Source: an optimization exercise on an open RTL-to-GDS flow (aim: small area and few clock cycles). Production flows keep margins and buffers that such runs may drop.
Where RTL was checked, it was by simulation tests only, not by an equivalence proof against the original.
Only the layout flow was run in run 2; the RTL was not checked for function there.

==> flow/design.v, too long to show whole: its modules and the start of the top module <==
// module iqfir_lane: 2044 lines
// module iqfir_resid: 91 lines
// module iqfir_slicer: 205 lines
// module iq_fir_qpsk_slicer: 128 lines
module iq_fir_qpsk_slicer (
  input  logic                                 clk,
  input  logic                                 rst,
  input  logic                                 s_tvalid,
  output logic                                 s_tready,
  input  logic [iqfir_pkg::IN_TDATA_W-1:0]     s_tdata,
  output logic                                 m_tvalid,
  input  logic                                 m_tready,
  output logic [iqfir_pkg::OUT_TDATA_W-1:0]    m_tdata,
  output logic                                 m_tuser,
  input  logic                                 cfg_valid,
  output logic                                 cfg_ready,
  input  logic [iqfir_pkg::CFG_IDX_W-1:0]      cfg_index,
  input  logic [iqfir_pkg::WEIGHT_W-1:0]       cfg_data
);
  // ...
==> flow/flow/run.sh <==
#!/bin/bash
# Layout flow: the standard synthesis, then an inverter cleanup around the full adders
# (flow/polfix.py, checked equivalent with ABC's cec before it is used), then the standard
# layout steps. Each tool writes its full output to its own log file here.
set -euo pipefail
RES=$PWD/orfs/results/$FLOW_PLATFORM/iq_fir_qpsk_slicer/base
LIB=$FLOW_HOME/platforms/$FLOW_PLATFORM/lib/sky130_fd_sc_hd__tt_025C_1v80.lib

bash standard.sh "$RES/1_2_yosys.v" > std_synth.log 2>&1

cp "$RES/1_2_yosys.v" yosys_orig.v
if python3 flow/polfix.py yosys_orig.v yosys_pol.v > polfix.log 2>&1; then
  for n in orig pol; do
    yosys -q -p "read_liberty -ignore_miss_func $LIB; read_verilog yosys_$n.v; hierarchy -top $FLOW_TOP; flatten; proc; opt_clean; techmap; opt -fast; dffunmap; write_blif -gates $n.blif" > yosys_blif_$n.log 2>&1
  done
  yosys-abc -c "cec orig.blif pol.blif" > cec.log 2>&1 || true
  if grep -q "Networks are equivalent" cec.log; then
    cp yosys_pol.v "$RES/1_2_yosys.v"
    echo "using the cleaned netlist" >> polfix.log
  else
    echo "cec did not prove equivalence; keeping the standard netlist" >> polfix.log
  fi
  rm -f orig.blif pol.blif
fi

# smallest buffer on each port (the standard flow picks a larger delay cell); clock tree
# from small clock buffers, without the dummy loads CTS adds for balancing
export BUFFER_PORTS_ARGS="-buffer_cell sky130_fd_sc_hd__buf_1"
export CTS_ARGS="-sink_clustering_enable -repair_clock_nets -dont_use_dummy_load -buf_list {sky130_fd_sc_hd__clkbuf_4 sky130_fd_sc_hd__clkbuf_8}"
bash standard.sh > std_layout.log 2>&1
==> flow/flow/polfix.py <==
#!/usr/bin/env python3
"""Inverter cleanup around full adders in a flat gate-level netlist (Yosys output).

A full adder is self-dual: FA(~a, ~b, ~c) = (~sum, ~cout). Synthesis leaves inverters between
chained sky130 fa cells; this script chooses for each fa cell whether to implement it on
complemented signals so that as few inverters as possible are needed (simulated annealing,
then a greedy pass); an xor2/xnor2 that drives such a signal may swap to the other kind
instead of needing an inverter. It then rebuilds the inverters: at most one per signal and
polarity.  Usage: polfix.py IN.v OUT.v"""
import re
import sys
import random

OUT_PINS = {"X", "Y", "Q", "Q_N", "SUM", "COUT", "HI", "LO"}
INV_RE = re.compile(r"^sky130_fd_sc_hd__(inv|clkinv)_\d+$")
FA_RE = re.compile(r"^sky130_fd_sc_hd__fa_\d+$")
XOR_RE = re.compile(r"^sky130_fd_sc_hd__(xor2|xnor2)_(\d+)$")
FA_IN = ("A", "B", "CIN")
FA_OUT = ("SUM", "COUT")

src = open(sys.argv[1]).read()
m = re.search(r"\bmodule\b.*?;", src, re.S)
body_start = m.end()
end = src.rindex("endmodule")

# ports
ports = set()
for d in re.finditer(r"^\s*(input|output|inout)\s+(?:wire\s+)?(\[[^\]]*\]\s*)?([^;]+);", src, re.M):
    for nm in d.group(3).split(","):
        nm = nm.strip()
        if d.group(2):
            a, b = [int(x) for x in d.group(2).strip()[1:-1].split(":")]
            for i in range(min(a, b), max(a, b) + 1):
                ports.add(f"{nm}[{i}]")
        ports.add(nm)
out_ports = set()
for d in re.finditer(r"^\s*output\s+(?:wire\s+)?(\[[^\]]*\]\s*)?([^;]+);", src, re.M):
    for nm in d.group(2).split(","):
        nm = nm.strip()
        if d.group(1):
            a, b = [int(x) for x in d.group(1).strip()[1:-1].split(":")]
            for i in range(min(a, b), max(a, b) + 1):
                out_ports.add(f"{nm}[{i}]")
        out_ports.add(nm)

if re.search(r"^\s*assign\b", src, re.M):
    sys.exit("netlist has assign statements; not handled")

inst_re = re.compile(r"^\s*(sky130_fd_sc_hd__\w+)\s+(\S+)\s*\((.*?)\);\s*$", re.S | re.M)
pin_re = re.compile(r"\.(\w+)\(\s*(.*?)\s*\)(?=\s*[,)]|\s*$)", re.S)
insts = []
for mm in inst_re.finditer(src, body_start, end):
    typ, name, body = mm.group(1), mm.group(2), mm.group(3)
    pins = {}
    for p in re.finditer(r"\.(\w+)\((.*?)\)\s*(,|$)", body, re.S):
        pins[p.group(1)] = p.group(2).strip()
    insts.append({"type": typ, "name": name, "pins": pins, "span": mm.span()})

def norm(n):
    return n.strip()

driver = {}
for i, it in enumerate(insts):
    for p, n in it["pins"].items():
        if p in OUT_PINS:
            driver[norm(n)] = (i, p)

is_inv = [bool(INV_RE.match(it["type"])) for it in insts]
is_fa = [bool(FA_RE.match(it["type"])) for it in insts]
# inverters that drive a port, or whose input is a constant, stay as ordinary gates
for i, it in enumerate(insts):
    if is_inv[i]:
        y = norm(it["pins"]["Y"]); a = norm(it["pins"]["A"])
        if y in ports or "'" in a:
            is_inv[i] = False

def root(n):
    """(root net, parity) of net n, following removable inverters."""
    par = 0
    seen = 0
    while n in driver and is_inv[driver[n][0]]:
        n = norm(insts[driver[n][0]]["pins"]["A"])
        par ^= 1
        seen += 1
        if seen > 1000:
            raise SystemExit("inverter loop")
    return n, par

# loads: every input pin of a non-removable cell, plus output ports
loads = []   # (inst index or -1 for port, pin, root, parity)
for i, it in enumerate(insts):
    if is_inv[i]:
        continue
    for p, n in it["pins"].items():
        if p in OUT_PINS:
            continue
        n = norm(n)
        if "'" in n:
            continue
        r, par = root(n)
        loads.append((i, p, r, par))
for n in out_ports:
    if n in driver and is_inv[driver[n][0]]:
        pass  # cannot happen (port-driving inverters are kept)

# root -> driving fa (if any)
root_fa = {}
for i, it in enumerate(insts):
    if is_fa[i]:
        for p in FA_OUT:
            root_fa[norm(it["pins"][p])] = i
root_xor = {}
for i, it in enumerate(insts):
    if XOR_RE.match(it["type"]):
        n = norm(it["pins"].get("X", it["pins"].get("Y", "")))
        if n and n not in out_ports:
            root_xor[n] = i
loads_of = {}
for k, (i, p, r, par) in enumerate(loads):
    loads_of.setdefault(r, []).append(k)
# port nets that are roots need their true value
port_need = {r for r in out_ports if r in driver}

o = [0] * len(insts)

def need_of(r):
    need = set()
    for k in loads_of.get(r, []):
        i, p, _, par = loads[k]
        need.add(par ^ (o[i] if is_fa[i] else 0))
    if r in port_need:
        need.add(0)
    return need

def phys_of(r, need):
    if r in root_fa:
        return o[root_fa[r]]
    if r in root_xor:
        return 1 if need == {1} else 0
    return 0

def cost_root(r):
    need = need_of(r)
    return 1 if (need - {phys_of(r, need)}) else 0

roots = set(loads_of) | set(root_fa)
total = sum(cost_root(r) for r in roots)
fa_roots = {}
for i, it in enumerate(insts):
    if is_fa[i]:
        rs = set(norm(it["pins"][p]) for p in FA_OUT)
        for p in FA_IN:
            n = norm(it["pins"][p])
            if "'" not in n:
                rs.add(root(n)[0])
        fa_roots[i] = rs
start = total
import math
rnd = random.Random(1)
order = list(fa_roots)
best = total
best_o = list(o)
steps = 200 * max(1, len(order))
T0, T1 = 2.0, 0.05
for step in range(steps):
    T = T0 * (T1 / T0) ** (step / steps)
    i = order[rnd.randrange(len(order))]
    before = sum(cost_root(r) for r in fa_roots[i])
    o[i] ^= 1
    after = sum(cost_root(r) for r in fa_roots[i])
    d = after - before
    if d <= 0 or rnd.random() < math.exp(-d / T):
        total += d
        if total < best:
            best = total
            best_o = list(o)
    else:
        o[i] ^= 1
o = best_o
total = best
improved = True
while improved:
    improved = False
    for i in order:
        before = sum(cost_root(r) for r in fa_roots[i])
        o[i] ^= 1
        after = sum(cost_root(r) for r in fa_roots[i])
        if after < before:
            total += after - before
            improved = True
        else:
            o[i] ^= 1

# rebuild
cnt = [0]
def newnet(base):
    cnt[0] += 1
    return f"_pol{cnt[0]}_"
new_wires = []
new_insts = []
net_of = {}   # (root, parity) -> net name
xor_flip = set()
for r in roots:
    need = need_of(r)
    phys = phys_of(r, need)
    if r in root_xor and phys == 1:
        xor_flip.add(root_xor[r])
    if phys == 0:
        net_of[(r, 0)] = r
        if 1 in need:
            nn = newnet(r); new_wires.append(nn)
            new_insts.append(("sky130_fd_sc_hd__inv_1", r, nn))
            net_of[(r, 1)] = nn
    else:
        pn = newnet(r); new_wires.append(pn)
        net_of[(r, 1)] = pn
        if 0 in need:
            new_insts.append(("sky130_fd_sc_hd__inv_1", pn, r))
            net_of[(r, 0)] = r

def esc(v):
    return v + " " if v.startswith("\\") else v

pos = 0
body_text = src
pieces = []
last = 0
for i, it in enumerate(insts):
    s, e = it["span"]
    pieces.append(src[last:s])
    last = e
    if is_inv[i]:
        continue
    pins = dict(it["pins"])
    for p, n in it["pins"].items():
        nn = norm(n)
        if p in OUT_PINS:
            if (is_fa[i] and o[i]) or i in xor_flip:
                pins[p] = net_of[(nn, 1)]
            continue
        if "'" in nn:
            continue
        r, par = root(nn)
        need = par ^ (o[i] if is_fa[i] else 0)
        pins[p] = net_of[(r, need)]
    typ = it["type"]
    if i in xor_flip:
        mm = XOR_RE.match(typ)
        typ = f"sky130_fd_sc_hd__{'xnor2' if mm.group(1) == 'xor2' else 'xor2'}_{mm.group(2)}"
        pins = {("Y" if k == "X" else "X" if k == "Y" else k): v for k, v in pins.items()}
    txt = f"  {typ} {it['name']} (\n" + ",\n".join(f"    .{p}({esc(v)})" for p, v in pins.items()) + "\n  );"
    pieces.append(txt)
pieces.append(src[last:end])
decl = "".join(f"  wire {w};\n" for w in new_wires)
invs = "".join(f"  sky130_fd_sc_hd__inv_1 _polinv{k}_ (\n    .A({esc(a)}),\n    .Y({esc(y)})\n  );\n"
               for k, (t, a, y) in enumerate(new_insts))
res = src[:body_start] + "\n" + decl + "".join(pieces)[len(src[:body_start]):] + invs + src[end:]
open(sys.argv[2], "w").write(res)
ninv_before = sum(1 for i, it in enumerate(insts) if INV_RE.match(it["type"]))
ninv_kept = sum(1 for i, it in enumerate(insts) if INV_RE.match(it["type"]) and not is_inv[i])
print(f"polfix: fa {sum(is_fa)}, flipped {sum(o)}, inverters {ninv_before} -> {ninv_kept + len(new_insts)} (cost {start} -> {total})")
==> flow/standard.sh <==
#!/bin/bash
# synth_recipe.tcl (not shown) runs the flow's synth.tcl, then flattens the netlist and writes it again
# the make line also repeats each setting of config.mk as NAME=value (left out here)
make -C /OpenROAD-flow-scripts/flow DESIGN_CONFIG=/design/flow/config.mk WORK_HOME=/design/flow/orfs CLKGATE_MAP_FILE= SYNTH_SCRIPT=/design/flow/synth_recipe.tcl "${@:-finish}"
==> flow/config.mk <==
export PLATFORM = sky130hd
export DESIGN_NAME = iq_fir_qpsk_slicer
export DESIGN_NICKNAME = iq_fir_qpsk_slicer
export VERILOG_FILES = /design/flow/design.v
export SDC_FILE = /design/flow/constraint.sdc
export NUM_CORES = 4
export LEC_CHECK = 0
export CAP_MARGIN = 20
export CORE_MARGIN = 2
export CORE_UTILIZATION = 40
export SLEW_MARGIN = 20
==> flow/constraint.sdc <==
create_clock -name core_clock -period 7.5 [get_ports {clk}]
set_input_delay 1.5000 -clock core_clock [delete_from_list [all_inputs] [get_ports {clk}]]
set_output_delay 1.5000 -clock core_clock [all_outputs]
set_load 0.01 [all_outputs]
==> results.toml, run 1 <==
[placed_design]
dp.cells = 6055
placed_cell_area_sq_mm = 0.0511

[final_layout]
top_regs = "digits: 60 flops, o_tag: 31 flops, s1_tag: 31 flops"
clkbuf_count = 77
inverters = 113
seq_area_frac = 0.203
diodes = 3
buffer_area_frac = 0.0536

[routing]
routed-wl-met3_um = 15200
via_per_inst = 5.94
dr.pass1.iters = 6
route.vias.total = 36500

[worst_setup_path]
path_buf_inv = 2
crit_end = "s1_sum_i[25]"

[sta]
hold_viol_final = 0
worst_clock_skew_ns = 0.0555
finalWorstSetupSlack_ns = 0.284
finalSetupTns_ns = 0

[status]
status = "timing/DRC/antenna clean"

[floorplanning]
fp.dieH_um = 351
die_area_sq_mm = 0.123
num_tap_cells = 1612

[clocking]
post-cts-setup-buffers = 0

[flow_run]
max_cap_violations = 0

[min_path]
whs_path_depth = 0
Testbench counts, summed over its fixed seeds: cycles 16,400.
==> module iqfir_resid, before the edit <==
module iqfir_resid (
  input  logic [25:0] sum,
  input  logic        valid,
  output logic [5:0]  c6
);
  logic [5:0]  ra6, rb6;
  logic [6:0]  v;
  logic [5:0]  c6u;
  logic m1;
  logic m2;
  logic m3;
  logic m4;
  logic m5;
  logic m6;
  logic m7;
  logic m8;
  logic m9;
  logic m10;
  logic m11;
  logic m12;
  logic m13;
  logic m14;
  logic m15;
  logic m16;
  logic m17;
  logic m18;
  logic m19;
  logic m20;
  logic m21;
  logic m22;
  logic m23;
  logic m24;
  logic m25;
  logic m26;
  logic m27;
  logic m28;
  logic m29;
  logic m30;
  logic m31;
  logic m32;
  logic m33;
  logic m34;
  logic m35;
  logic m36;
  assign m1 = sum[1] ^ sum[7] ^ sum[13];
  assign m2 = (sum[1] & sum[7]) | (sum[1] & sum[13]) | (sum[7] & sum[13]);
  assign m3 = sum[2] ^ sum[8] ^ sum[14];
  assign m4 = (sum[2] & sum[8]) | (sum[2] & sum[14]) | (sum[8] & sum[14]);
  assign m5 = sum[3] ^ sum[9] ^ sum[15];
  assign m6 = (sum[3] & sum[9]) | (sum[3] & sum[15]) | (sum[9] & sum[15]);
  assign m7 = sum[4] ^ sum[10] ^ sum[16];
  assign m8 = (sum[4] & sum[10]) | (sum[4] & sum[16]) | (sum[10] & sum[16]);
  assign m9 = sum[5] ^ sum[11] ^ sum[17];
  assign m10 = (sum[5] & sum[11]) | (sum[5] & sum[17]) | (sum[11] & sum[17]);
  assign m11 = sum[0] ^ sum[6] ^ sum[12];
  assign m12 = (sum[0] & sum[6]) | (sum[0] & sum[12]) | (sum[6] & sum[12]);
  assign m13 = sum[19] ^ sum[25] ^ m12;
  assign m14 = (sum[19] & sum[25]) | (sum[19] & m12) | (sum[25] & m12);
  assign m15 = sum[20] ^ sum[25] ^ m2;
  assign m16 = (sum[20] & sum[25]) | (sum[20] & m2) | (sum[25] & m2);
  assign m17 = sum[21] ^ m4 ^ m5;
  assign m18 = (sum[21] & m4) | (sum[21] & m5) | (m4 & m5);
  assign m19 = sum[22] ^ m6 ^ m7;
  assign m20 = (sum[22] & m6) | (sum[22] & m7) | (m6 & m7);
  assign m21 = sum[23] ^ m8 ^ m9;
  assign m22 = (sum[23] & m8) | (sum[23] & m9) | (m8 & m9);
  assign m23 = sum[18] ^ sum[24] ^ m10;
  assign m24 = (sum[18] & sum[24]) | (sum[18] & m10) | (sum[24] & m10);
  assign m25 = m1 ^ m24 ^ m13;
  assign m26 = (m1 & m24) | (m1 & m13) | (m24 & m13);
  assign m27 = m3 ^ m14 ^ m15;
  assign m28 = (m3 & m14) | (m3 & m15) | (m14 & m15);
  assign m29 = m16 ^ m17;
  assign m30 = m16 & m17;
  assign m31 = m18 ^ m19;
  assign m32 = m18 & m19;
  assign m33 = m20 ^ m21;
  assign m34 = m20 & m21;
  assign m35 = m11 ^ m22 ^ m23;
  assign m36 = (m11 & m22) | (m11 & m23) | (m22 & m23);
  assign ra6 = {m32, m30, m28, m26, m25, m34};
  assign rb6 = {m33, m31, m29, m27, m36, m35};
  assign v = 7'(ra6) + 7'(rb6);
  assign c6u[0] = (v == 7'd1) | (v == 7'd3) | (v == 7'd5) | (v == 7'd7) | (v == 7'd10) | (v == 7'd12) | (v == 7'd14) | (v == 7'd16) | (v == 7'd19) | (v == 7'd21) | (v == 7'd23) | (v == 7'd25) | (v == 7'd28) | (v == 7'd30) | (v == 7'd32) | (v == 7'd34) | (v == 7'd37) | (v == 7'd39) | (v == 7'd41) | (v == 7'd43) | (v == 7'd46) | (v == 7'd48) | (v == 7'd50) | (v == 7'd52) | (v == 7'd55) | (v == 7'd57) | (v == 7'd59) | (v == 7'd61) | (v == 7'd64) | (v == 7'd66) | (v == 7'd68) | (v == 7'd70) | (v == 7'd73) | (v == 7'd75) | (v == 7'd77) | (v == 7'd79) | (v == 7'd82) | (v == 7'd84) | (v == 7'd86) | (v == 7'd88) | (v == 7'd91) | (v == 7'd93) | (v == 7'd95) | (v == 7'd97) | (v == 7'd100) | (v == 7'd102) | (v == 7'd104) | (v == 7'd106) | (v == 7'd109) | (v == 7'd111) | (v == 7'd113) | (v == 7'd115) | (v == 7'd118) | (v == 7'd120) | (v == 7'd122) | (v == 7'd124);
  assign c6u[1] = (v == 7'd1) | (v == 7'd2) | (v == 7'd5) | (v == 7'd6) | (v == 7'd10) | (v == 7'd11) | (v == 7'd14) | (v == 7'd15) | (v == 7'd19) | (v == 7'd20) | (v == 7'd23) | (v == 7'd24) | (v == 7'd28) | (v == 7'd29) | (v == 7'd32) | (v == 7'd33) | (v == 7'd37) | (v == 7'd38) | (v == 7'd41) | (v == 7'd42) | (v == 7'd46) | (v == 7'd47) | (v == 7'd50) | (v == 7'd51) | (v == 7'd55) | (v == 7'd56) | (v == 7'd59) | (v == 7'd60) | (v == 7'd64) | (v == 7'd65) | (v == 7'd68) | (v == 7'd69) | (v == 7'd73) | (v == 7'd74) | (v == 7'd77) | (v == 7'd78) | (v == 7'd82) | (v == 7'd83) | (v == 7'd86) | (v == 7'd87) | (v == 7'd91) | (v == 7'd92) | (v == 7'd95) | (v == 7'd96) | (v == 7'd100) | (v == 7'd101) | (v == 7'd104) | (v == 7'd105) | (v == 7'd109) | (v == 7'd110) | (v == 7'd113) | (v == 7'd114) | (v == 7'd118) | (v == 7'd119) | (v == 7'd122) | (v == 7'd123);
  assign c6u[2] = (v == 7'd1) | (v == 7'd2) | (v == 7'd3) | (v == 7'd4) | (v == 7'd10) | (v == 7'd11) | (v == 7'd12) | (v == 7'd13) | (v == 7'd19) | (v == 7'd20) | (v == 7'd21) | (v == 7'd22) | (v == 7'd28) | (v == 7'd29) | (v == 7'd30) | (v == 7'd31) | (v == 7'd37) | (v == 7'd38) | (v == 7'd39) | (v == 7'd40) | (v == 7'd46) | (v == 7'd47) | (v == 7'd48) | (v == 7'd49) | (v == 7'd55) | (v == 7'd56) | (v == 7'd57) | (v == 7'd58) | (v == 7'd64) | (v == 7'd65) | (v == 7'd66) | (v == 7'd67) | (v == 7'd73) | (v == 7'd74) | (v == 7'd75) | (v == 7'd76) | (v == 7'd82) | (v == 7'd83) | (v == 7'd84) | (v == 7'd85) | (v == 7'd91) | (v == 7'd92) | (v == 7'd93) | (v == 7'd94) | (v == 7'd100) | (v == 7'd101) | (v == 7'd102) | (v == 7'd103) | (v == 7'd109) | (v == 7'd110) | (v == 7'd111) | (v == 7'd112) | (v == 7'd118) | (v == 7'd119) | (v == 7'd120) | (v == 7'd121);
  assign c6u[3] = (v == 7'd2) | (v == 7'd4) | (v == 7'd6) | (v == 7'd8) | (v == 7'd11) | (v == 7'd13) | (v == 7'd15) | (v == 7'd17) | (v == 7'd20) | (v == 7'd22) | (v == 7'd24) | (v == 7'd26) | (v == 7'd29) | (v == 7'd31) | (v == 7'd33) | (v == 7'd35) | (v == 7'd38) | (v == 7'd40) | (v == 7'd42) | (v == 7'd44) | (v == 7'd47) | (v == 7'd49) | (v == 7'd51) | (v == 7'd53) | (v == 7'd56) | (v == 7'd58) | (v == 7'd60) | (v == 7'd62) | (v == 7'd65) | (v == 7'd67) | (v == 7'd69) | (v == 7'd71) | (v == 7'd74) | (v == 7'd76) | (v == 7'd78) | (v == 7'd80) | (v == 7'd83) | (v == 7'd85) | (v == 7'd87) | (v == 7'd89) | (v == 7'd92) | (v == 7'd94) | (v == 7'd96) | (v == 7'd98) | (v == 7'd101) | (v == 7'd103) | (v == 7'd105) | (v == 7'd107) | (v == 7'd110) | (v == 7'd112) | (v == 7'd114) | (v == 7'd116) | (v == 7'd119) | (v == 7'd121) | (v == 7'd123) | (v == 7'd125);
  assign c6u[4] = (v == 7'd3) | (v == 7'd4) | (v == 7'd7) | (v == 7'd8) | (v == 7'd12) | (v == 7'd13) | (v == 7'd16) | (v == 7'd17) | (v == 7'd21) | (v == 7'd22) | (v == 7'd25) | (v == 7'd26) | (v == 7'd30) | (v == 7'd31) | (v == 7'd34) | (v == 7'd35) | (v == 7'd39) | (v == 7'd40) | (v == 7'd43) | (v == 7'd44) | (v == 7'd48) | (v == 7'd49) | (v == 7'd52) | (v == 7'd53) | (v == 7'd57) | (v == 7'd58) | (v == 7'd61) | (v == 7'd62) | (v == 7'd66) | (v == 7'd67) | (v == 7'd70) | (v == 7'd71) | (v == 7'd75) | (v == 7'd76) | (v == 7'd79) | (v == 7'd80) | (v == 7'd84) | (v == 7'd85) | (v == 7'd88) | (v == 7'd89) | (v == 7'd93) | (v == 7'd94) | (v == 7'd97) | (v == 7'd98) | (v == 7'd102) | (v == 7'd103) | (v == 7'd106) | (v == 7'd107) | (v == 7'd111) | (v == 7'd112) | (v == 7'd115) | (v == 7'd116) | (v == 7'd120) | (v == 7'd121) | (v == 7'd124) | (v == 7'd125);
  assign c6u[5] = (v == 7'd5) | (v == 7'd6) | (v == 7'd7) | (v == 7'd8) | (v == 7'd14) | (v == 7'd15) | (v == 7'd16) | (v == 7'd17) | (v == 7'd23) | (v == 7'd24) | (v == 7'd25) | (v == 7'd26) | (v == 7'd32) | (v == 7'd33) | (v == 7'd34) | (v == 7'd35) | (v == 7'd41) | (v == 7'd42) | (v == 7'd43) | (v == 7'd44) | (v == 7'd50) | (v == 7'd51) | (v == 7'd52) | (v == 7'd53) | (v == 7'd59) | (v == 7'd60) | (v == 7'd61) | (v == 7'd62) | (v == 7'd68) | (v == 7'd69) | (v == 7'd70) | (v == 7'd71) | (v == 7'd77) | (v == 7'd78) | (v == 7'd79) | (v == 7'd80) | (v == 7'd86) | (v == 7'd87) | (v == 7'd88) | (v == 7'd89) | (v == 7'd95) | (v == 7'd96) | (v == 7'd97) | (v == 7'd98) | (v == 7'd104) | (v == 7'd105) | (v == 7'd106) | (v == 7'd107) | (v == 7'd113) | (v == 7'd114) | (v == 7'd115) | (v == 7'd116) | (v == 7'd122) | (v == 7'd123) | (v == 7'd124) | (v == 7'd125);
  assign c6 = c6u & {6{valid}};
endmodule
==> inputs of run 2 (changes only) <==
--- a/flow/design.v
+++ b/flow/design.v
@@ -2060,5 +2060,6 @@
   input  logic [25:0] sum,
   input  logic        valid,
-  output logic [5:0]  c6
+  output logic [5:0]  c6,
+  output logic        e
 );
   logic [5:0]  ra6, rb6;
@@ -2140,10 +2141,11 @@
   assign rb6 = {m33, m31, m29, m27, m36, m35};
   assign v = 7'(ra6) + 7'(rb6);
-  assign c6u[0] = (v == 7'd1) | (v == 7'd3) | (v == 7'd5) | (v == 7'd7) | (v == 7'd10) | (v == 7'd12) | (v == 7'd14) | (v == 7'd16) | (v == 7'd19) | (v == 7'd21) | (v == 7'd23) | (v == 7'd25) | (v == 7'd28) | (v == 7'd30) | (v == 7'd32) | (v == 7'd34) | (v == 7'd37) | (v == 7'd39) | (v == 7'd41) | (v == 7'd43) | (v == 7'd46) | (v == 7'd48) | (v == 7'd50) | (v == 7'd52) | (v == 7'd55) | (v == 7'd57) | (v == 7'd59) | (v == 7'd61) | (v == 7'd64) | (v == 7'd66) | (v == 7'd68) | (v == 7'd70) | (v == 7'd73) | (v == 7'd75) | (v == 7'd77) | (v == 7'd79) | (v == 7'd82) | (v == 7'd84) | (v == 7'd86) | (v == 7'd88) | (v == 7'd91) | (v == 7'd93) | (v == 7'd95) | (v == 7'd97) | (v == 7'd100) | (v == 7'd102) | (v == 7'd104) | (v == 7'd106) | (v == 7'd109) | (v == 7'd111) | (v == 7'd113) | (v == 7'd115) | (v == 7'd118) | (v == 7'd120) | (v == 7'd122) | (v == 7'd124);
-  assign c6u[1] = (v == 7'd1) | (v == 7'd2) | (v == 7'd5) | (v == 7'd6) | (v == 7'd10) | (v == 7'd11) | (v == 7'd14) | (v == 7'd15) | (v == 7'd19) | (v == 7'd20) | (v == 7'd23) | (v == 7'd24) | (v == 7'd28) | (v == 7'd29) | (v == 7'd32) | (v == 7'd33) | (v == 7'd37) | (v == 7'd38) | (v == 7'd41) | (v == 7'd42) | (v == 7'd46) | (v == 7'd47) | (v == 7'd50) | (v == 7'd51) | (v == 7'd55) | (v == 7'd56) | (v == 7'd59) | (v == 7'd60) | (v == 7'd64) | (v == 7'd65) | (v == 7'd68) | (v == 7'd69) | (v == 7'd73) | (v == 7'd74) | (v == 7'd77) | (v == 7'd78) | (v == 7'd82) | (v == 7'd83) | (v == 7'd86) | (v == 7'd87) | (v == 7'd91) | (v == 7'd92) | (v == 7'd95) | (v == 7'd96) | (v == 7'd100) | (v == 7'd101) | (v == 7'd104) | (v == 7'd105) | (v == 7'd109) | (v == 7'd110) | (v == 7'd113) | (v == 7'd114) | (v == 7'd118) | (v == 7'd119) | (v == 7'd122) | (v == 7'd123);
-  assign c6u[2] = (v == 7'd1) | (v == 7'd2) | (v == 7'd3) | (v == 7'd4) | (v == 7'd10) | (v == 7'd11) | (v == 7'd12) | (v == 7'd13) | (v == 7'd19) | (v == 7'd20) | (v == 7'd21) | (v == 7'd22) | (v == 7'd28) | (v == 7'd29) | (v == 7'd30) | (v == 7'd31) | (v == 7'd37) | (v == 7'd38) | (v == 7'd39) | (v == 7'd40) | (v == 7'd46) | (v == 7'd47) | (v == 7'd48) | (v == 7'd49) | (v == 7'd55) | (v == 7'd56) | (v == 7'd57) | (v == 7'd58) | (v == 7'd64) | (v == 7'd65) | (v == 7'd66) | (v == 7'd67) | (v == 7'd73) | (v == 7'd74) | (v == 7'd75) | (v == 7'd76) | (v == 7'd82) | (v == 7'd83) | (v == 7'd84) | (v == 7'd85) | (v == 7'd91) | (v == 7'd92) | (v == 7'd93) | (v == 7'd94) | (v == 7'd100) | (v == 7'd101) | (v == 7'd102) | (v == 7'd103) | (v == 7'd109) | (v == 7'd110) | (v == 7'd111) | (v == 7'd112) | (v == 7'd118) | (v == 7'd119) | (v == 7'd120) | (v == 7'd121);
-  assign c6u[3] = (v == 7'd2) | (v == 7'd4) | (v == 7'd6) | (v == 7'd8) | (v == 7'd11) | (v == 7'd13) | (v == 7'd15) | (v == 7'd17) | (v == 7'd20) | (v == 7'd22) | (v == 7'd24) | (v == 7'd26) | (v == 7'd29) | (v == 7'd31) | (v == 7'd33) | (v == 7'd35) | (v == 7'd38) | (v == 7'd40) | (v == 7'd42) | (v == 7'd44) | (v == 7'd47) | (v == 7'd49) | (v == 7'd51) | (v == 7'd53) | (v == 7'd56) | (v == 7'd58) | (v == 7'd60) | (v == 7'd62) | (v == 7'd65) | (v == 7'd67) | (v == 7'd69) | (v == 7'd71) | (v == 7'd74) | (v == 7'd76) | (v == 7'd78) | (v == 7'd80) | (v == 7'd83) | (v == 7'd85) | (v == 7'd87) | (v == 7'd89) | (v == 7'd92) | (v == 7'd94) | (v == 7'd96) | (v == 7'd98) | (v == 7'd101) | (v == 7'd103) | (v == 7'd105) | (v == 7'd107) | (v == 7'd110) | (v == 7'd112) | (v == 7'd114) | (v == 7'd116) | (v == 7'd119) | (v == 7'd121) | (v == 7'd123) | (v == 7'd125);
-  assign c6u[4] = (v == 7'd3) | (v == 7'd4) | (v == 7'd7) | (v == 7'd8) | (v == 7'd12) | (v == 7'd13) | (v == 7'd16) | (v == 7'd17) | (v == 7'd21) | (v == 7'd22) | (v == 7'd25) | (v == 7'd26) | (v == 7'd30) | (v == 7'd31) | (v == 7'd34) | (v == 7'd35) | (v == 7'd39) | (v == 7'd40) | (v == 7'd43) | (v == 7'd44) | (v == 7'd48) | (v == 7'd49) | (v == 7'd52) | (v == 7'd53) | (v == 7'd57) | (v == 7'd58) | (v == 7'd61) | (v == 7'd62) | (v == 7'd66) | (v == 7'd67) | (v == 7'd70) | (v == 7'd71) | (v == 7'd75) | (v == 7'd76) | (v == 7'd79) | (v == 7'd80) | (v == 7'd84) | (v == 7'd85) | (v == 7'd88) | (v == 7'd89) | (v == 7'd93) | (v == 7'd94) | (v == 7'd97) | (v == 7'd98) | (v == 7'd102) | (v == 7'd103) | (v == 7'd106) | (v == 7'd107) | (v == 7'd111) | (v == 7'd112) | (v == 7'd115) | (v == 7'd116) | (v == 7'd120) | (v == 7'd121) | (v == 7'd124) | (v == 7'd125);
-  assign c6u[5] = (v == 7'd5) | (v == 7'd6) | (v == 7'd7) | (v == 7'd8) | (v == 7'd14) | (v == 7'd15) | (v == 7'd16) | (v == 7'd17) | (v == 7'd23) | (v == 7'd24) | (v == 7'd25) | (v == 7'd26) | (v == 7'd32) | (v == 7'd33) | (v == 7'd34) | (v == 7'd35) | (v == 7'd41) | (v == 7'd42) | (v == 7'd43) | (v == 7'd44) | (v == 7'd50) | (v == 7'd51) | (v == 7'd52) | (v == 7'd53) | (v == 7'd59) | (v == 7'd60) | (v == 7'd61) | (v == 7'd62) | (v == 7'd68) | (v == 7'd69) | (v == 7'd70) | (v == 7'd71) | (v == 7'd77) | (v == 7'd78) | (v == 7'd79) | (v == 7'd80) | (v == 7'd86) | (v == 7'd87) | (v == 7'd88) | (v == 7'd89) | (v == 7'd95) | (v == 7'd96) | (v == 7'd97) | (v == 7'd98) | (v == 7'd104) | (v == 7'd105) | (v == 7'd106) | (v == 7'd107) | (v == 7'd113) | (v == 7'd114) | (v == 7'd115) | (v == 7'd116) | (v == 7'd122) | (v == 7'd123) | (v == 7'd124) | (v == 7'd125);
+  assign c6u[0] = (!sum[25] & ((v == 7'd1) | (v == 7'd3) | (v == 7'd5) | (v == 7'd7) | (v == 7'd10) | (v == 7'd12) | (v == 7'd14) | (v == 7'd16) | (v == 7'd19) | (v == 7'd21) | (v == 7'd23) | (v == 7'd25) | (v == 7'd28) | (v == 7'd30) | (v == 7'd32) | (v == 7'd34) | (v == 7'd37) | (v == 7'd39) | (v == 7'd41) | (v == 7'd43) | (v == 7'd46) | (v == 7'd48) | (v == 7'd50) | (v == 7'd52) | (v == 7'd55) | (v == 7'd57) | (v == 7'd59) | (v == 7'd61) | (v == 7'd64) | (v == 7'd66) | (v == 7'd68) | (v == 7'd70) | (v == 7'd73) | (v == 7'd75) | (v == 7'd77) | (v == 7'd79) | (v == 7'd82) | (v == 7'd84) | (v == 7'd86) | (v == 7'd88) | (v == 7'd91) | (v == 7'd93) | (v == 7'd95) | (v == 7'd97) | (v == 7'd100) | (v == 7'd102) | (v == 7'd104) | (v == 7'd106) | (v == 7'd109) | (v == 7'd111) | (v == 7'd113) | (v == 7'd115) | (v == 7'd118) | (v == 7'd120) | (v == 7'd122) | (v == 7'd124))) | (sum[25] & ((v == 7'd0) | (v == 7'd2) | (v == 7'd4) | (v == 7'd6) | (v == 7'd9) | (v == 7'd11) | (v == 7'd13) | (v == 7'd15) | (v == 7'd18) | (v == 7'd20) | (v == 7'd22) | (v == 7'd24) | (v == 7'd27) | (v == 7'd29) | (v == 7'd31) | (v == 7'd33) | (v == 7'd36) | (v == 7'd38) | (v == 7'd40) | (v == 7'd42) | (v == 7'd45) | (v == 7'd47) | (v == 7'd49) | (v == 7'd51) | (v == 7'd54) | (v == 7'd56) | (v == 7'd58) | (v == 7'd60) | (v == 7'd63) | (v == 7'd65) | (v == 7'd67) | (v == 7'd69) | (v == 7'd72) | (v == 7'd74) | (v == 7'd76) | (v == 7'd78) | (v == 7'd81) | (v == 7'd83) | (v == 7'd85) | (v == 7'd87) | (v == 7'd90) | (v == 7'd92) | (v == 7'd94) | (v == 7'd96) | (v == 7'd99) | (v == 7'd101) | (v == 7'd103) | (v == 7'd105) | (v == 7'd108) | (v == 7'd110) | (v == 7'd112) | (v == 7'd114) | (v == 7'd117) | (v == 7'd119) | (v == 7'd121) | (v == 7'd123) | (v == 7'd126)));
+  assign c6u[1] = (!sum[25] & ((v == 7'd1) | (v == 7'd2) | (v == 7'd5) | (v == 7'd6) | (v == 7'd10) | (v == 7'd11) | (v == 7'd14) | (v == 7'd15) | (v == 7'd19) | (v == 7'd20) | (v == 7'd23) | (v == 7'd24) | (v == 7'd28) | (v == 7'd29) | (v == 7'd32) | (v == 7'd33) | (v == 7'd37) | (v == 7'd38) | (v == 7'd41) | (v == 7'd42) | (v == 7'd46) | (v == 7'd47) | (v == 7'd50) | (v == 7'd51) | (v == 7'd55) | (v == 7'd56) | (v == 7'd59) | (v == 7'd60) | (v == 7'd64) | (v == 7'd65) | (v == 7'd68) | (v == 7'd69) | (v == 7'd73) | (v == 7'd74) | (v == 7'd77) | (v == 7'd78) | (v == 7'd82) | (v == 7'd83) | (v == 7'd86) | (v == 7'd87) | (v == 7'd91) | (v == 7'd92) | (v == 7'd95) | (v == 7'd96) | (v == 7'd100) | (v == 7'd101) | (v == 7'd104) | (v == 7'd105) | (v == 7'd109) | (v == 7'd110) | (v == 7'd113) | (v == 7'd114) | (v == 7'd118) | (v == 7'd119) | (v == 7'd122) | (v == 7'd123))) | (sum[25] & ((v == 7'd0) | (v == 7'd1) | (v == 7'd4) | (v == 7'd5) | (v == 7'd9) | (v == 7'd10) | (v == 7'd13) | (v == 7'd14) | (v == 7'd18) | (v == 7'd19) | (v == 7'd22) | (v == 7'd23) | (v == 7'd27) | (v == 7'd28) | (v == 7'd31) | (v == 7'd32) | (v == 7'd36) | (v == 7'd37) | (v == 7'd40) | (v == 7'd41) | (v == 7'd45) | (v == 7'd46) | (v == 7'd49) | (v == 7'd50) | (v == 7'd54) | (v == 7'd55) | (v == 7'd58) | (v == 7'd59) | (v == 7'd63) | (v == 7'd64) | (v == 7'd67) | (v == 7'd68) | (v == 7'd72) | (v == 7'd73) | (v == 7'd76) | (v == 7'd77) | (v == 7'd81) | (v == 7'd82) | (v == 7'd85) | (v == 7'd86) | (v == 7'd90) | (v == 7'd91) | (v == 7'd94) | (v == 7'd95) | (v == 7'd99) | (v == 7'd100) | (v == 7'd103) | (v == 7'd104) | (v == 7'd108) | (v == 7'd109) | (v == 7'd112) | (v == 7'd113) | (v == 7'd117) | (v == 7'd118) | (v == 7'd121) | (v == 7'd122) | (v == 7'd126)));
+  assign c6u[2] = (!sum[25] & ((v == 7'd1) | (v == 7'd2) | (v == 7'd3) | (v == 7'd4) | (v == 7'd10) | (v == 7'd11) | (v == 7'd12) | (v == 7'd13) | (v == 7'd19) | (v == 7'd20) | (v == 7'd21) | (v == 7'd22) | (v == 7'd28) | (v == 7'd29) | (v == 7'd30) | (v == 7'd31) | (v == 7'd37) | (v == 7'd38) | (v == 7'd39) | (v == 7'd40) | (v == 7'd46) | (v == 7'd47) | (v == 7'd48) | (v == 7'd49) | (v == 7'd55) | (v == 7'd56) | (v == 7'd57) | (v == 7'd58) | (v == 7'd64) | (v == 7'd65) | (v == 7'd66) | (v == 7'd67) | (v == 7'd73) | (v == 7'd74) | (v == 7'd75) | (v == 7'd76) | (v == 7'd82) | (v == 7'd83) | (v == 7'd84) | (v == 7'd85) | (v == 7'd91) | (v == 7'd92) | (v == 7'd93) | (v == 7'd94) | (v == 7'd100) | (v == 7'd101) | (v == 7'd102) | (v == 7'd103) | (v == 7'd109) | (v == 7'd110) | (v == 7'd111) | (v == 7'd112) | (v == 7'd118) | (v == 7'd119) | (v == 7'd120) | (v == 7'd121))) | (sum[25] & ((v == 7'd0) | (v == 7'd1) | (v == 7'd2) | (v == 7'd3) | (v == 7'd9) | (v == 7'd10) | (v == 7'd11) | (v == 7'd12) | (v == 7'd18) | (v == 7'd19) | (v == 7'd20) | (v == 7'd21) | (v == 7'd27) | (v == 7'd28) | (v == 7'd29) | (v == 7'd30) | (v == 7'd36) | (v == 7'd37) | (v == 7'd38) | (v == 7'd39) | (v == 7'd45) | (v == 7'd46) | (v == 7'd47) | (v == 7'd48) | (v == 7'd54) | (v == 7'd55) | (v == 7'd56) | (v == 7'd57) | (v == 7'd63) | (v == 7'd64) | (v == 7'd65) | (v == 7'd66) | (v == 7'd72) | (v == 7'd73) | (v == 7'd74) | (v == 7'd75) | (v == 7'd81) | (v == 7'd82) | (v == 7'd83) | (v == 7'd84) | (v == 7'd90) | (v == 7'd91) | (v == 7'd92) | (v == 7'd93) | (v == 7'd99) | (v == 7'd100) | (v == 7'd101) | (v == 7'd102) | (v == 7'd108) | (v == 7'd109) | (v == 7'd110) | (v == 7'd111) | (v == 7'd117) | (v == 7'd118) | (v == 7'd119) | (v == 7'd120) | (v == 7'd126)));
+  assign c6u[3] = (!sum[25] & ((v == 7'd2) | (v == 7'd4) | (v == 7'd6) | (v == 7'd8) | (v == 7'd11) | (v == 7'd13) | (v == 7'd15) | (v == 7'd17) | (v == 7'd20) | (v == 7'd22) | (v == 7'd24) | (v == 7'd26) | (v == 7'd29) | (v == 7'd31) | (v == 7'd33) | (v == 7'd35) | (v == 7'd38) | (v == 7'd40) | (v == 7'd42) | (v == 7'd44) | (v == 7'd47) | (v == 7'd49) | (v == 7'd51) | (v == 7'd53) | (v == 7'd56) | (v == 7'd58) | (v == 7'd60) | (v == 7'd62) | (v == 7'd65) | (v == 7'd67) | (v == 7'd69) | (v == 7'd71) | (v == 7'd74) | (v == 7'd76) | (v == 7'd78) | (v == 7'd80) | (v == 7'd83) | (v == 7'd85) | (v == 7'd87) | (v == 7'd89) | (v == 7'd92) | (v == 7'd94) | (v == 7'd96) | (v == 7'd98) | (v == 7'd101) | (v == 7'd103) | (v == 7'd105) | (v == 7'd107) | (v == 7'd110) | (v == 7'd112) | (v == 7'd114) | (v == 7'd116) | (v == 7'd119) | (v == 7'd121) | (v == 7'd123) | (v == 7'd125))) | (sum[25] & ((v == 7'd1) | (v == 7'd3) | (v == 7'd5) | (v == 7'd7) | (v == 7'd10) | (v == 7'd12) | (v == 7'd14) | (v == 7'd16) | (v == 7'd19) | (v == 7'd21) | (v == 7'd23) | (v == 7'd25) | (v == 7'd28) | (v == 7'd30) | (v == 7'd32) | (v == 7'd34) | (v == 7'd37) | (v == 7'd39) | (v == 7'd41) | (v == 7'd43) | (v == 7'd46) | (v == 7'd48) | (v == 7'd50) | (v == 7'd52) | (v == 7'd55) | (v == 7'd57) | (v == 7'd59) | (v == 7'd61) | (v == 7'd64) | (v == 7'd66) | (v == 7'd68) | (v == 7'd70) | (v == 7'd73) | (v == 7'd75) | (v == 7'd77) | (v == 7'd79) | (v == 7'd82) | (v == 7'd84) | (v == 7'd86) | (v == 7'd88) | (v == 7'd91) | (v == 7'd93) | (v == 7'd95) | (v == 7'd97) | (v == 7'd100) | (v == 7'd102) | (v == 7'd104) | (v == 7'd106) | (v == 7'd109) | (v == 7'd111) | (v == 7'd113) | (v == 7'd115) | (v == 7'd118) | (v == 7'd120) | (v == 7'd122) | (v == 7'd124)));
+  assign c6u[4] = (!sum[25] & ((v == 7'd3) | (v == 7'd4) | (v == 7'd7) | (v == 7'd8) | (v == 7'd12) | (v == 7'd13) | (v == 7'd16) | (v == 7'd17) | (v == 7'd21) | (v == 7'd22) | (v == 7'd25) | (v == 7'd26) | (v == 7'd30) | (v == 7'd31) | (v == 7'd34) | (v == 7'd35) | (v == 7'd39) | (v == 7'd40) | (v == 7'd43) | (v == 7'd44) | (v == 7'd48) | (v == 7'd49) | (v == 7'd52) | (v == 7'd53) | (v == 7'd57) | (v == 7'd58) | (v == 7'd61) | (v == 7'd62) | (v == 7'd66) | (v == 7'd67) | (v == 7'd70) | (v == 7'd71) | (v == 7'd75) | (v == 7'd76) | (v == 7'd79) | (v == 7'd80) | (v == 7'd84) | (v == 7'd85) | (v == 7'd88) | (v == 7'd89) | (v == 7'd93) | (v == 7'd94) | (v == 7'd97) | (v == 7'd98) | (v == 7'd102) | (v == 7'd103) | (v == 7'd106) | (v == 7'd107) | (v == 7'd111) | (v == 7'd112) | (v == 7'd115) | (v == 7'd116) | (v == 7'd120) | (v == 7'd121) | (v == 7'd124) | (v == 7'd125))) | (sum[25] & ((v == 7'd2) | (v == 7'd3) | (v == 7'd6) | (v == 7'd7) | (v == 7'd11) | (v == 7'd12) | (v == 7'd15) | (v == 7'd16) | (v == 7'd20) | (v == 7'd21) | (v == 7'd24) | (v == 7'd25) | (v == 7'd29) | (v == 7'd30) | (v == 7'd33) | (v == 7'd34) | (v == 7'd38) | (v == 7'd39) | (v == 7'd42) | (v == 7'd43) | (v == 7'd47) | (v == 7'd48) | (v == 7'd51) | (v == 7'd52) | (v == 7'd56) | (v == 7'd57) | (v == 7'd60) | (v == 7'd61) | (v == 7'd65) | (v == 7'd66) | (v == 7'd69) | (v == 7'd70) | (v == 7'd74) | (v == 7'd75) | (v == 7'd78) | (v == 7'd79) | (v == 7'd83) | (v == 7'd84) | (v == 7'd87) | (v == 7'd88) | (v == 7'd92) | (v == 7'd93) | (v == 7'd96) | (v == 7'd97) | (v == 7'd101) | (v == 7'd102) | (v == 7'd105) | (v == 7'd106) | (v == 7'd110) | (v == 7'd111) | (v == 7'd114) | (v == 7'd115) | (v == 7'd119) | (v == 7'd120) | (v == 7'd123) | (v == 7'd124)));
+  assign c6u[5] = (!sum[25] & ((v == 7'd5) | (v == 7'd6) | (v == 7'd7) | (v == 7'd8) | (v == 7'd14) | (v == 7'd15) | (v == 7'd16) | (v == 7'd17) | (v == 7'd23) | (v == 7'd24) | (v == 7'd25) | (v == 7'd26) | (v == 7'd32) | (v == 7'd33) | (v == 7'd34) | (v == 7'd35) | (v == 7'd41) | (v == 7'd42) | (v == 7'd43) | (v == 7'd44) | (v == 7'd50) | (v == 7'd51) | (v == 7'd52) | (v == 7'd53) | (v == 7'd59) | (v == 7'd60) | (v == 7'd61) | (v == 7'd62) | (v == 7'd68) | (v == 7'd69) | (v == 7'd70) | (v == 7'd71) | (v == 7'd77) | (v == 7'd78) | (v == 7'd79) | (v == 7'd80) | (v == 7'd86) | (v == 7'd87) | (v == 7'd88) | (v == 7'd89) | (v == 7'd95) | (v == 7'd96) | (v == 7'd97) | (v == 7'd98) | (v == 7'd104) | (v == 7'd105) | (v == 7'd106) | (v == 7'd107) | (v == 7'd113) | (v == 7'd114) | (v == 7'd115) | (v == 7'd116) | (v == 7'd122) | (v == 7'd123) | (v == 7'd124) | (v == 7'd125))) | (sum[25] & ((v == 7'd4) | (v == 7'd5) | (v == 7'd6) | (v == 7'd7) | (v == 7'd13) | (v == 7'd14) | (v == 7'd15) | (v == 7'd16) | (v == 7'd22) | (v == 7'd23) | (v == 7'd24) | (v == 7'd25) | (v == 7'd31) | (v == 7'd32) | (v == 7'd33) | (v == 7'd34) | (v == 7'd40) | (v == 7'd41) | (v == 7'd42) | (v == 7'd43) | (v == 7'd49) | (v == 7'd50) | (v == 7'd51) | (v == 7'd52) | (v == 7'd58) | (v == 7'd59) | (v == 7'd60) | (v == 7'd61) | (v == 7'd67) | (v == 7'd68) | (v == 7'd69) | (v == 7'd70) | (v == 7'd76) | (v == 7'd77) | (v == 7'd78) | (v == 7'd79) | (v == 7'd85) | (v == 7'd86) | (v == 7'd87) | (v == 7'd88) | (v == 7'd94) | (v == 7'd95) | (v == 7'd96) | (v == 7'd97) | (v == 7'd103) | (v == 7'd104) | (v == 7'd105) | (v == 7'd106) | (v == 7'd112) | (v == 7'd113) | (v == 7'd114) | (v == 7'd115) | (v == 7'd121) | (v == 7'd122) | (v == 7'd123) | (v == 7'd124)));
+  assign e = valid & sum[25] & !((v == 7'd8) | (v == 7'd17) | (v == 7'd26) | (v == 7'd35) | (v == 7'd44) | (v == 7'd53) | (v == 7'd62) | (v == 7'd71) | (v == 7'd80) | (v == 7'd89) | (v == 7'd98) | (v == 7'd107) | (v == 7'd116) | (v == 7'd125));
   assign c6 = c6u & {6{valid}};
 endmodule
@@ -2152,8 +2154,8 @@
   input  logic        valid,
   input  logic [5:0]  c6,
+  input  logic        e,
   output logic [15:0] quot
 );
   logic [15:0] sm, smn;
-  logic        negm;
   logic q1;
   logic q2;
@@ -2238,118 +2240,89 @@
   logic q81;
   logic q82;
-  logic q83;
-  logic q84;
-  logic q85;
-  logic q86;
-  logic q87;
-  logic q88;
-  logic q89;
-  logic q90;
-  logic q91;
-  logic q92;
-  logic q93;
-  logic q94;
-  logic q95;
-  logic q96;
   assign sm   = sum[15:0] & {16{valid}};
   assign smn  = ~sum[15:0] & {16{valid}};
-  assign negm = sum[25] & valid;
-  assign q1 = sm[12] ^ smn[9];
-  assign q2 = sm[12] & smn[9];
-  assign q3 = sm[13] ^ smn[10] ^ sm[7];
-  assign q4 = (sm[13] & smn[10]) | (sm[13] & sm[7]) | (smn[10] & sm[7]);
-  assign q5 = sm[14] ^ smn[11] ^ sm[8];
-  assign q6 = (sm[14] & smn[11]) | (sm[14] & sm[8]) | (smn[11] & sm[8]);
-  assign q7 = sm[15] ^ smn[12] ^ sm[9];
-  assign q8 = (sm[15] & smn[12]) | (sm[15] & sm[9]) | (smn[12] & sm[9]);
-  assign q9 = valid ^ sm[3];
-  assign q10 = valid & sm[3];
-  assign q11 = sm[6] ^ smn[3];
-  assign q12 = sm[6] & smn[3];
-  assign q13 = sm[7] ^ smn[4] ^ sm[1];
-  assign q14 = (sm[7] & smn[4]) | (sm[7] & sm[1]) | (smn[4] & sm[1]);
-  assign q15 = sm[8] ^ smn[5] ^ sm[2];
-  assign q16 = (sm[8] & smn[5]) | (sm[8] & sm[2]) | (smn[5] & sm[2]);
-  assign q17 = valid ^ sm[9] ^ smn[6];
-  assign q18 = (valid & sm[9]) | (valid & smn[6]) | (sm[9] & smn[6]);
-  assign q19 = sm[3] ^ smn[0];
-  assign q20 = sm[3] & smn[0];
-  assign q21 = sm[10] ^ smn[7] ^ sm[4];
-  assign q22 = (sm[10] & smn[7]) | (sm[10] & sm[4]) | (smn[7] & sm[4]);
-  assign q23 = smn[1] ^ c6[4];
-  assign q24 = smn[1] & c6[4];
-  assign q25 = sm[11] ^ smn[8] ^ sm[5];
-  assign q26 = (sm[11] & smn[8]) | (sm[11] & sm[5]) | (smn[8] & sm[5]);
-  assign q27 = smn[2] ^ c6[5];
-  assign q28 = smn[2] & c6[5];
-  assign q29 = sm[6] ^ smn[3] ^ sm[0];
-  assign q30 = (sm[6] & smn[3]) | (sm[6] & sm[0]) | (smn[3] & sm[0]);
-  assign q31 = negm ^ c6[0] ^ q1;
-  assign q32 = (negm & c6[0]) | (negm & q1) | (c6[0] & q1);
-  assign q33 = smn[4] ^ sm[1] ^ negm;
-  assign q34 = (smn[4] & sm[1]) | (smn[4] & negm) | (sm[1] & negm);
-  assign q35 = c6[1] ^ q2 ^ q3;
-  assign q36 = (c6[1] & q2) | (c6[1] & q3) | (q2 & q3);
-  assign q37 = smn[5] ^ sm[2] ^ negm;
-  assign q38 = (smn[5] & sm[2]) | (smn[5] & negm) | (sm[2] & negm);
-  assign q39 = c6[2] ^ q4 ^ q5;
-  assign q40 = (c6[2] & q4) | (c6[2] & q5) | (q4 & q5);
-  assign q41 = smn[6] ^ sm[3] ^ sm[0];
-  assign q42 = (smn[6] & sm[3]) | (smn[6] & sm[0]) | (sm[3] & sm[0]);
-  assign q43 = c6[3] ^ q6 ^ q7;
-  assign q44 = (c6[3] & q6) | (c6[3] & q7) | (q6 & q7);
-  assign q45 = smn[0] ^ negm;
-  assign q46 = smn[0] & negm;
-  assign q47 = sm[4] ^ smn[1] ^ c6[4];
-  assign q48 = (sm[4] & smn[1]) | (sm[4] & c6[4]) | (smn[1] & c6[4]);
-  assign q49 = sm[5] ^ smn[2];
-  assign q50 = sm[5] & smn[2];
-  assign q51 = sm[0] ^ negm ^ c6[0];
-  assign q52 = (sm[0] & negm) | (sm[0] & c6[0]) | (negm & c6[0]);
-  assign q53 = negm ^ c6[1] ^ q12;
-  assign q54 = (negm & c6[1]) | (negm & q12) | (c6[1] & q12);
-  assign q55 = negm ^ c6[2] ^ q14;
-  assign q56 = (negm & c6[2]) | (negm & q14) | (c6[2] & q14);
-  assign q57 = c6[3] ^ q19 ^ q16;
-  assign q58 = (c6[3] & q19) | (c6[3] & q16) | (q19 & q16);
-  assign q59 = q20 ^ q23 ^ q18;
-  assign q60 = (q20 & q23) | (q20 & q18) | (q23 & q18);
-  assign q61 = q24 ^ q27 ^ q22;
-  assign q62 = (q24 & q27) | (q24 & q22) | (q27 & q22);
-  assign q63 = q28 ^ q26 ^ q29;
-  assign q64 = (q28 & q26) | (q28 & q29) | (q26 & q29);
-  assign q65 = q30 ^ q33 ^ q32;
-  assign q66 = (q30 & q33) | (q30 & q32) | (q33 & q32);
-  assign q67 = q34 ^ q37 ^ q36;
-  assign q68 = (q34 & q37) | (q34 & q36) | (q37 & q36);
-  assign q69 = q38 ^ q41 ^ q40;
-  assign q70 = (q38 & q41) | (q38 & q40) | (q41 & q40);
-  assign q71 = c6[3] ^ q45;
-  assign q72 = c6[3] & q45;
-  assign q73 = q46 ^ q10 ^ q47;
-  assign q74 = (q46 & q10) | (q46 & q47) | (q10 & q47);
-  assign q75 = c6[5] ^ q49 ^ q48;
-  assign q76 = (c6[5] & q49) | (c6[5] & q48) | (q49 & q48);
-  assign q77 = q50 ^ q11 ^ q51;
-  assign q78 = (q50 & q11) | (q50 & q51) | (q11 & q51);
-  assign q79 = q52 ^ q13 ^ q53;
-  assign q80 = (q52 & q13) | (q52 & q53) | (q13 & q53);
-  assign q81 = q15 ^ q54 ^ q55;
-  assign q82 = (q15 & q54) | (q15 & q55) | (q54 & q55);
-  assign q83 = q17 ^ q56 ^ q57;
-  assign q84 = (q17 & q56) | (q17 & q57) | (q56 & q57);
-  assign q85 = q21 ^ q58 ^ q59;
-  assign q86 = (q21 & q58) | (q21 & q59) | (q58 & q59);
-  assign q87 = q25 ^ q60 ^ q61;
-  assign q88 = (q25 & q60) | (q25 & q61) | (q60 & q61);
-  assign q89 = q31 ^ q62 ^ q63;
-  assign q90 = (q31 & q62) | (q31 & q63) | (q62 & q63);
-  assign q91 = q64 ^ q35 ^ q65;
-  assign q92 = (q64 & q35) | (q64 & q65) | (q35 & q65);
-  assign q93 = q39 ^ q66 ^ q67;
-  assign q94 = (q39 & q66) | (q39 & q67) | (q66 & q67);
-  assign q95 = q43 ^ q68 ^ q69;
-  assign q96 = (q43 & q68) | (q43 & q69) | (q68 & q69);
-  assign quot = {q94, q92, q90, q88, q86, q84, q82, q80, q78, q76, q74, q72, q71, sm[2], sm[1], sm[0]} + {q95, q93, q91, q89, q87, q85, q83, q81, q79, q77, q75, q73, q9, c6[2], c6[1], c6[0]};
+  assign q1 = sm[15] ^ smn[12];
+  assign q2 = sm[15] & smn[12];
+  assign q3 = valid ^ sm[9] ^ smn[6];
+  assign q4 = (valid & sm[9]) | (valid & smn[6]) | (sm[9] & smn[6]);
+  assign q5 = sm[10] ^ smn[7] ^ sm[4];
+  assign q6 = (sm[10] & smn[7]) | (sm[10] & sm[4]) | (smn[7] & sm[4]);
+  assign q7 = sm[11] ^ smn[8] ^ sm[5];
+  assign q8 = (sm[11] & smn[8]) | (sm[11] & sm[5]) | (smn[8] & sm[5]);
+  assign q9 = sm[12] ^ smn[9] ^ sm[6];
+  assign q10 = (sm[12] & smn[9]) | (sm[12] & sm[6]) | (smn[9] & sm[6]);
+  assign q11 = smn[3] ^ sm[0];
+  assign q12 = smn[3] & sm[0];
+  assign q13 = sm[13] ^ smn[10] ^ sm[7];
+  assign q14 = (sm[13] & smn[10]) | (sm[13] & sm[7]) | (smn[10] & sm[7]);
+  assign q15 = smn[4] ^ sm[1] ^ c6[1];
+  assign q16 = (smn[4] & sm[1]) | (smn[4] & c6[1]) | (sm[1] & c6[1]);
+  assign q17 = sm[14] ^ smn[11] ^ sm[8];
+  assign q18 = (sm[14] & smn[11]) | (sm[14] & sm[8]) | (smn[11] & sm[8]);
+  assign q19 = smn[5] ^ sm[2] ^ c6[2];
+  assign q20 = (smn[5] & sm[2]) | (smn[5] & c6[2]) | (sm[2] & c6[2]);
+  assign q21 = sm[9] ^ smn[6] ^ sm[3];
+  assign q22 = (sm[9] & smn[6]) | (sm[9] & sm[3]) | (smn[6] & sm[3]);
+  assign q23 = sm[0] ^ c6[3] ^ q1;
+  assign q24 = (sm[0] & c6[3]) | (sm[0] & q1) | (c6[3] & q1);
+  assign q25 = valid ^ sm[3];
+  assign q26 = valid & sm[3];
+  assign q27 = sm[4] ^ smn[1];
+  assign q28 = sm[4] & smn[1];
+  assign q29 = sm[5] ^ smn[2];
+  assign q30 = sm[5] & smn[2];
+  assign q31 = sm[6] ^ smn[3] ^ sm[0];
+  assign q32 = (sm[6] & smn[3]) | (sm[6] & sm[0]) | (smn[3] & sm[0]);
+  assign q33 = sm[7] ^ smn[4] ^ sm[1];
+  assign q34 = (sm[7] & smn[4]) | (sm[7] & sm[1]) | (smn[4] & sm[1]);
+  assign q35 = sm[8] ^ smn[5] ^ sm[2];
+  assign q36 = (sm[8] & smn[5]) | (sm[8] & sm[2]) | (smn[5] & sm[2]);
+  assign q37 = sm[3] ^ smn[0] ^ c6[3];
+  assign q38 = (sm[3] & smn[0]) | (sm[3] & c6[3]) | (smn[0] & c6[3]);
+  assign q39 = smn[1] ^ c6[4] ^ q4;
+  assign q40 = (smn[1] & c6[4]) | (smn[1] & q4) | (c6[4] & q4);
+  assign q41 = smn[2] ^ c6[5] ^ q6;
+  assign q42 = (smn[2] & c6[5]) | (smn[2] & q6) | (c6[5] & q6);
+  assign q43 = c6[0] ^ q11 ^ q8;
+  assign q44 = (c6[0] & q11) | (c6[0] & q8) | (q11 & q8);
+  assign q45 = q12 ^ q10 ^ q13;
+  assign q46 = (q12 & q10) | (q12 & q13) | (q10 & q13);
+  assign q47 = q14 ^ q16 ^ q17;
+  assign q48 = (q14 & q16) | (q14 & q17) | (q16 & q17);
+  assign q49 = q18 ^ q20 ^ q21;
+  assign q50 = (q18 & q20) | (q18 & q21) | (q20 & q21);
+  assign q51 = sm[0] ^ e;
+  assign q52 = sm[0] & e;
+  assign q53 = sm[1] ^ c6[1];
+  assign q54 = sm[1] & c6[1];
+  assign q55 = sm[2] ^ c6[2];
+  assign q56 = sm[2] & c6[2];
+  assign q57 = smn[0] ^ c6[3] ^ q25;
+  assign q58 = (smn[0] & c6[3]) | (smn[0] & q25) | (c6[3] & q25);
+  assign q59 = c6[4] ^ q26 ^ q27;
+  assign q60 = (c6[4] & q26) | (c6[4] & q27) | (q26 & q27);
+  assign q61 = c6[5] ^ q28 ^ q29;
+  assign q62 = (c6[5] & q28) | (c6[5] & q29) | (q28 & q29);
+  assign q63 = c6[0] ^ q30 ^ q31;
+  assign q64 = (c6[0] & q30) | (c6[0] & q31) | (q30 & q31);
+  assign q65 = c6[1] ^ q32 ^ q33;
+  assign q66 = (c6[1] & q32) | (c6[1] & q33) | (q32 & q33);
+  assign q67 = c6[2] ^ q34 ^ q35;
+  assign q68 = (c6[2] & q34) | (c6[2] & q35) | (q34 & q35);
+  assign q69 = q36 ^ q37 ^ q3;
+  assign q70 = (q36 & q37) | (q36 & q3) | (q37 & q3);
+  assign q71 = q38 ^ q5 ^ q39;
+  assign q72 = (q38 & q5) | (q38 & q39) | (q5 & q39);
+  assign q73 = q7 ^ q40 ^ q41;
+  assign q74 = (q7 & q40) | (q7 & q41) | (q40 & q41);
+  assign q75 = q9 ^ q42 ^ q43;
+  assign q76 = (q9 & q42) | (q9 & q43) | (q42 & q43);
+  assign q77 = q15 ^ q44 ^ q45;
+  assign q78 = (q15 & q44) | (q15 & q45) | (q44 & q45);
+  assign q79 = q19 ^ q46 ^ q47;
+  assign q80 = (q19 & q46) | (q19 & q47) | (q46 & q47);
+  assign q81 = q23 ^ q48 ^ q49;
+  assign q82 = (q23 & q48) | (q23 & q49) | (q48 & q49);
+  assign quot = {q80, q78, q76, q74, q72, q70, q68, q66, q64, q62, q60, q58, q56, q54, q52, q51} + {q81, q79, q77, q75, q73, q71, q69, q67, q65, q63, q61, q59, q57, q55, q53, c6[0]};
 endmodule
 module iq_fir_qpsk_slicer (
@@ -2387,4 +2360,5 @@
   logic [5:0]       c6_i, c6_q;
   logic [5:0]       o_c6_i, o_c6_q;
+  logic             e_i, e_q, o_e_i, o_e_q;
   logic [15:0]      raw_i, raw_q;
   assign in_i = s_tdata[46:31];
@@ -2461,6 +2435,6 @@
     end
   end
-  iqfir_resid u_res_i (.sum (s1_sum_i), .valid (s1_fvalid), .c6 (c6_i));
-  iqfir_resid u_res_q (.sum (s1_sum_q), .valid (s1_fvalid), .c6 (c6_q));
+  iqfir_resid u_res_i (.sum (s1_sum_i), .valid (s1_fvalid), .c6 (c6_i), .e (e_i));
+  iqfir_resid u_res_q (.sum (s1_sum_q), .valid (s1_fvalid), .c6 (c6_q), .e (e_q));
   always_ff @(posedge clk) begin
     if (en) begin
@@ -2471,8 +2445,12 @@
       o_c6_i   <= c6_i;
       o_c6_q   <= c6_q;
+      o_e_i    <= e_i;
+      o_e_q    <= e_q;
     end
   end
-  iqfir_slicer u_div_i (.sum (o_sum_i), .valid (o_fvalid), .c6 (o_c6_i), .quot (o_filt_i));
-  iqfir_slicer u_div_q (.sum (o_sum_q), .valid (o_fvalid), .c6 (o_c6_q), .quot (o_filt_q));
+  iqfir_slicer u_div_i (.sum (o_sum_i), .valid (o_fvalid), .c6 (o_c6_i), .e (o_e_i),
+                        .quot (o_filt_i));
+  iqfir_slicer u_div_q (.sum (o_sum_q), .valid (o_fvalid), .c6 (o_c6_q), .e (o_e_q),
+                        .quot (o_filt_q));
   assign raw_i = s1_valid ? hi1 : hi0;
   assign raw_q = s1_valid ? hq1 : hq0;
==> run 2 against run 1 <==
Against the previous run: critical path depth down 2; largest cell class unchanged; register-to-register slack worse by 0.02 ns; die area increased by 0.84%; global-route usage up 1.2 points; clock skew rose by 0.050 ns; highest routed layer is now met5; via count is 2.7% higher.
==> results.toml, run 2 <==
[status]
status = "timing/DRC/antenna clean"

[sta]
fin_crit_ns = 7.24
relSlewSlack = 0.275
worst_clock_skew_ns = 0.105
tightest_slew_ns = 1.09
max_freq_mhz = 138
finalSetupTns_ns = 0
min_period_over_period = 0.965
finalWorstSetupSlack_ns = 0.264
slew_viol_final = 0
hold_viol_final = 0
rsz0062_at_grt = "false"
setup_viol = 0

[worst_setup_path]
critPathKind = "flip-flop to flip-flop"
cp_max_fo = 10
rr_worst_depth = 19
rrSetupSlack_ns = 0.26
r2r-end = "s1_sum_i[24]"
cp.required_ns = 7.92
cp-end-kind = "flip-flop"
r2r_start = "fill[1]"
critPathLaunch = "fill[1]"
cp-start-kind = "flip-flop"
cp.arrival_ns = 7.65
crit_end = "s1_sum_i[24]"

[global_routing]
grt_overflow = 0
grt_pass1_vias = 38300
grt_antenna_before_repair = 6
grtUsageTotal = 0.267
grt_first_pass_wirelength_um = 251000
grt_max_degree = 88

[floorplanning]
rows = 127
fp.dieW_um = 353
initial_core_util = 0.404
ios = 236
core_area_sq_mm = 0.120
die_area_sq_mm = 0.124
fp.dieH_um = 353

[clocking]
cts_tree = "built"
worstSkewPairLatency_ns = 0.75
cts_htree_levels = 3
clk_pin_slew_ns = 0.06
cts_made_buffers = 75
clockBufferDepth = 3
cts_sinks = 376
root_buffer = "clkbuf_8"
post-cts-setup-buffers = 0

[final_layout]
multi_input_area_sq_mm = 0.0356
largest_reg_flops = 60
top_regs = "digits: 60 flops, o_tag: 31 flops, s1_tag: 31 flops"
layout_common_cells = "fa_1, a22oi_1, xnor2_1, edfxtp_1, buf_1"
final_layout_size_suffix_gt1_frac = 0.0818
nFillCells = 11400
seqCellArea_sq_mm = 0.0107
area_delta_synth_final_pct = 7.77
finish.net_count = 5548
final_common_cell = "fa_1"
regMostFlops = "digits"
final_util = 0.435

[routing]
wirelength_um = 167000
antenna_left = 0
drc_errors = 0
via_per_inst = 6.04
wl_per_cell_um = 27.0
drt_iter0_drc = 4312
dr.pass1.iters = 6
route.vias.total = 37400

[logic_synthesis]
synth_cells = 4550
ys.warnings.count = 1
synth_area_per_cell_sq_um = 10.7
syn_area_sq_mm = 0.0486

[placed_design]
dp_hpwl_um = 130000
pre_cts_ws_ns = 0.0512
io_buffers = 230
gp_congestion = 0.956

[min_path]
hp-class = "flip-flop to flip-flop"

[flow_run]
max_cap_violations = 0
==> run 2: layer usage <==
layer	vias up	GRT usage	part of all wire
li1	16100	-	-
met1	18800	0.350	0.40
met2	2113	0.410	0.44
met3	393	0.0719	0.10
met4	10	0.128	0.052
met5	-	0	0.00042
==> run 2: layout make-up <==
class                   count  share of cell area
multi-input cells        3591               0.681
flip-flops and latches    376               0.203
repair buffers            439              0.0499
well taps                1612              0.0385
clock buffers              75              0.0197
inverters                 105             0.00769
diodes                      2           0.0000956
==> run 2: critical path, stage by stage, from the launching register on <==
cell	delay (ns)
dfxtp_1	0.54
and2_1	0.28
a22oi_1	0.13
xnor2_1	0.47
fa_1	0.53
fa_1	0.48
fa_1	0.52
fa_1	0.43
fa_1	0.39
fa_1	0.50
fa_1	0.41
ha_1	0.33
a21o_1	0.22
a221oi_1	0.39
o31ai_1	0.15
o41ai_1	0.36
nor2b_1	0.09
o21a_1	0.20
a221o_1	0.33
xor2_1	0.15
==> run 2: timing repair <==
action                     4_1_cts  5_1_grt
setup endpoints to repair        0        9
gates resized for setup          0       10
hold endpoints to repair         0        0
hold buffers                     0        0
==> run 2: how the worst min path moves through the flow <==
stage / start / to / slack [ns] / cells after the start
3_5_place_dp: s1_tag[12] / o_tag[12] / 0.41 / 0
5_1_grt: s1_tag[22] / o_tag[22] / 0.42 / 0
6_report: s1_tag[17] / o_tag[17] / 0.41 / 0
4_1_cts: s1_tag[22] / o_tag[22] / 0.41 / 0
3_3_place_gp: s1_tag[11] / o_tag[11] / 0.40 / 0
2_1_floorplan: s1_tag[0] / o_tag[0] / 0.40 / 0
==> run 2: per-stage QoR <==
| step | cell area, sq um | std cells | hold WS, ns |
|---|---|---|---|
| after detailed placement | 51300 | 6123 | 0.405 |
| after global placement | 51300 | 6123 | 0.400 |
| after CTS | 52300 | 6198 | 0.406 |
| after floorplan | 48600 | 4552 | 0.400 |
| final | 52400 | 6200 | 0.406 |
| after global routing | 52400 | 6200 | 0.417 |

## afterwards: timing with drivers on the ports
No port has a modelled driver above. Below, the same layouts with a new extraction and two added sets of constraints. Step 1: set_driving_cell puts a clkbuf_16 on clk and a buf_2 on each other input, an assumption about the parent block. Step 2 moves the port delays by t, midway between the first and last clock arrival at a register: inputs arrive t later, outputs are due t later. That takes back most of the time a late clock gives input paths. Three values: no drivers, after step 1, after step 2; two values: the first two.
| run | shift t [ns] | slack for setup (ns) | worst setup path after step 2 |
|---|---|---|---|
| run 1 | 0.816 | 0.284 / 0.284 / -0.131 | input to register |
| run 2 | 0.773 | 0.264 / 0.264 / 0.048 | input to register |
With both steps, setup timing fails in run 1, where it was met with ideal ports. For run 1, which loses most, drivers alone change the setup slack by 0.000 ns; drivers and shift together by -0.415 ns.
